From an optimization exercise on the open Yosys and OpenROAD flow, aimed at small area, a short achievable clock period and few clock cycles per item; shortcuts taken in it are not production practice. In this exercise RTL edits were held to simulation tests only and were not proved equivalent to the original. Power and IR drop assume default switching activity.

Design floor_cast_texel_generator, start of the top module:
module floor_cast_texel_generator (
  input  logic               clk,
  input  logic               rst,
  input  logic               pixel_valid,
  output logic               pixel_ready,
  input  logic [ROW_W-1:0]   pixel_row,
  input  logic [COL_W-1:0]   pixel_column,
  output logic               texel_valid,
  input  logic               texel_ready,
  output logic [ROW_W-1:0]   texel_out_row,
  output logic [COL_W-1:0]   texel_out_column,
  output logic [TEX_X_W-1:0] texel_tex_x,
  output logic [TEX_Y_W-1:0] texel_tex_y,
  output logic [SHADE_W-1:0] texel_shade,
  output logic               texel_is_floor,
  input  logic                  cfg_valid,
  output logic                  cfg_ready,
  input  logic [CFG_IDX_W-1:0]  cfg_index,
  input  logic [CFG_DATA_W-1:0] cfg_data
);
Size: about 2000 cells after synthesis, about 330 flip-flops, roughly 95 I/O pins, about 0.017 sq mm of cells after synthesis.
Settings: LEC_CHECK=0, CAP_MARGIN=20, CORE_MARGIN=2, CORE_UTILIZATION=50, CTS_CLUSTER_DIAMETER=100, CTS_CLUSTER_SIZE=25, SLEW_MARGIN=20; clock period 10.0 ns.
standard.sh (not shown) runs the stock make flow with config.mk's settings and CLKGATE_MAP_FILE= SYNTH_SCRIPT=/design/flow/synth_recipe.tcl, a recipe that flattens the netlist after the stock synthesis.
==> flow/flow/run.sh <==
#!/bin/bash
set -euo pipefail
bash standard.sh finish SETUP_SLACK_MARGIN=7 > standard.log 2>&1
Testbench counts at the start, summed over its fixed seeds: cycles 48,264, items 40,960.
Rerun with:
Settings changed: CORE_UTILIZATION 50 to 40, CTS_CLUSTER_DIAMETER 100 to unset, CTS_CLUSTER_SIZE 25 to unset.
What happened:
- The new run ran to the end with no violations
- worst setup slack is about the same
- final cell count climbs by 7.1%
- routed wire length rises by 3.5%
- count of clock-buffer cells in the layout climbs by 36
- synthesized cell count is unchanged
- power rises by 30%
- final area grows by 4.3%
- core utilization came out lower by 9.8 points
- sequential share of layout area came out lower by 1.5 points
Rerun with:
Settings changed: ABC_AREA set to 1, CORE_UTILIZATION 40 to 50, CTS_CLUSTER_DIAMETER set to 100, CTS_CLUSTER_SIZE set to 25.
After rerunning: Setup slack gains 0.021 ns; hold slack gains 0.026 ns; clock power came out lower by 47%; clock skew came out higher by 0.013 ns.

## run A
Another version of the RTL of floor_cast_texel_generator (not shown whole).
For scale: roughly 2300 cells after synthesis, ~330 flip-flops, ~95 I/O pins.
==> flow/design.v (excerpt) <==
module floor_cast_texel_generator (
  input  logic               clk,
  input  logic               rst,
  input  logic               pixel_valid,
  output logic               pixel_ready,
  input  logic [ROW_W-1:0]   pixel_row,
  input  logic [COL_W-1:0]   pixel_column,
  output logic               texel_valid,
  input  logic               texel_ready,
  output logic [ROW_W-1:0]   texel_out_row,
  output logic [COL_W-1:0]   texel_out_column,
  output logic [TEX_X_W-1:0] texel_tex_x,
  output logic [TEX_Y_W-1:0] texel_tex_y,
  output logic [SHADE_W-1:0] texel_shade,
  output logic               texel_is_floor,
  input  logic                  cfg_valid,
  output logic                  cfg_ready,
  input  logic [CFG_IDX_W-1:0]  cfg_index,
  input  logic [CFG_DATA_W-1:0] cfg_data
);
==> flow/config.mk <==
export PLATFORM = sky130hd
export DESIGN_NAME = floor_cast_texel_generator
export DESIGN_NICKNAME = floor_cast_texel_generator
export VERILOG_FILES = /design/flow/design.v
export SDC_FILE = /design/flow/constraint.sdc
export NUM_CORES = 4
export LEC_CHECK = 0
export ABC_AREA = 1
export CAP_MARGIN = 20
export CORE_MARGIN = 2
export CORE_UTILIZATION = 60
export CTS_CLUSTER_DIAMETER = 100
export CTS_CLUSTER_SIZE = 25
export SLEW_MARGIN = 20
==> flow/constraint.sdc <==
create_clock -name core_clock -period 10.0 [get_ports {clk}]
set_input_delay 2.0000 -clock core_clock [delete_from_list [all_inputs] [get_ports {clk}]]
set_output_delay 2.0000 -clock core_clock [all_outputs]
set_load 0.01 [all_outputs]
==> flow/flow/run.sh <==
#!/bin/bash
set -euo pipefail
bash standard.sh finish SETUP_SLACK_MARGIN=7 \
  "BUFFER_PORTS_ARGS=-buffer_cell sky130_fd_sc_hd__buf_2" > standard.log 2>&1
Testbench counts of run A, summed over its fixed seeds: cycles 45,768, items 40,960.
Changes in run B relative to run A:
- a change of CORE_UTILIZATION from 60 to 50
==> flow/flow/run.sh <==
#!/bin/bash
set -euo pipefail
bash standard.sh finish SETUP_SLACK_MARGIN=7 > standard.log 2>&1
## What came out
- Run A was routed with fewer vias than run B.
- When run B is measured against run A, its clock period minus worst slack turns out 0.014 ns lower.
- Of run A and run B, the higher wire length of the first global-routing pass belongs to run B.
Changes in run C relative to run B:
- CORE_UTILIZATION: 50 -> 80
==> flow/flow/run.sh <==
#!/bin/bash
set -euo pipefail
bash standard.sh finish SETUP_SLACK_MARGIN=7 \
  "BUFFER_PORTS_ARGS=-buffer_cell sky130_fd_sc_hd__buf_2" > standard.log 2>&1
## What came out
Compared with run B, in run C sequential share of layout area now larger, number of clock sinks did not really move, leakage power figure went down. The critical path start-end classification comes out register to register in one run and register to primary output in the other, namely in run C and run B respectively. Cell at the slowest stage of the critical path = sky130_fd_sc_hd__edfxtp_1: run B; cell at the slowest stage of the critical path = sky130_fd_sc_hd__dfxtp_4: run C. Going from run B to run C, via count up 1309; share of power burned in registers moved up; signed area change from the synthesized netlist to the final layout decreased 7.3 points; fill cell instance count of the final layout lost 67%. Run B has lower wire length than run C. Density: run C denser than run B.
[inputs] run D vs run C
- CORE_UTILIZATION changed from 80 to 60
==> flow/flow/run.sh <==
#!/bin/bash
set -euo pipefail
bash standard.sh finish SETUP_SLACK_MARGIN=7 > standard.log 2>&1
## What came out
- Compared to run C, the router laid down less metal wire for run D.
- Per the comparison of run D with run C, worst vdd rail ir drop fell by about 1.5%, die area rose by about 32%, non-clock buffer count rose by 25%.
- Run D vs run C — global-route usage dropped 9.6 points.
- From run C to run D the numbers moved as follows: worst-path maximum fanout has decreased, die boundary height has increased.

==> what the ideal ports hide <==
Ports are ideal in the flow. The routed layouts listed here were re-timed in OpenROAD.
Step 1 sets driving cells, clkbuf_16 on the clock port and buf_2 on the other inputs (assumed; they add their load-dependent delay and slew).
Step 2 times the ports against the registers' clock, not the clock port: input delays grow and output delays shrink by t, the midpoint of the rising clock arrivals with the driver on.
Slacks: ideal ports / drivers / drivers and shift; pairs: ideal ports / drivers.
run	t, ns	setup WS [ns]	clock arrival spread, ns
the first run of note 1	0.590	6.911 / 6.858 / 6.558	0.034 / 0.034
the second run of note 1	0.611	6.911 / 6.859 / 6.433	0.019 / 0.019
the third run of note 1	0.588	6.932 / 6.876 / 6.527	0.034 / 0.034
run A	0.573	6.906 / 6.856 / 6.488	0.031 / 0.030
run B	0.576	6.920 / 6.866 / 6.514	0.016 / 0.016
run C	0.561	6.828 / 6.828 / 6.367	0.030 / 0.030
run D	0.569	6.936 / 6.883 / 6.459	0.029 / 0.029
After both steps every run listed still meets setup and hold. For the second run of note 1, which loses most, drivers alone change the setup slack by -0.052 ns; drivers and shift together by -0.478 ns.
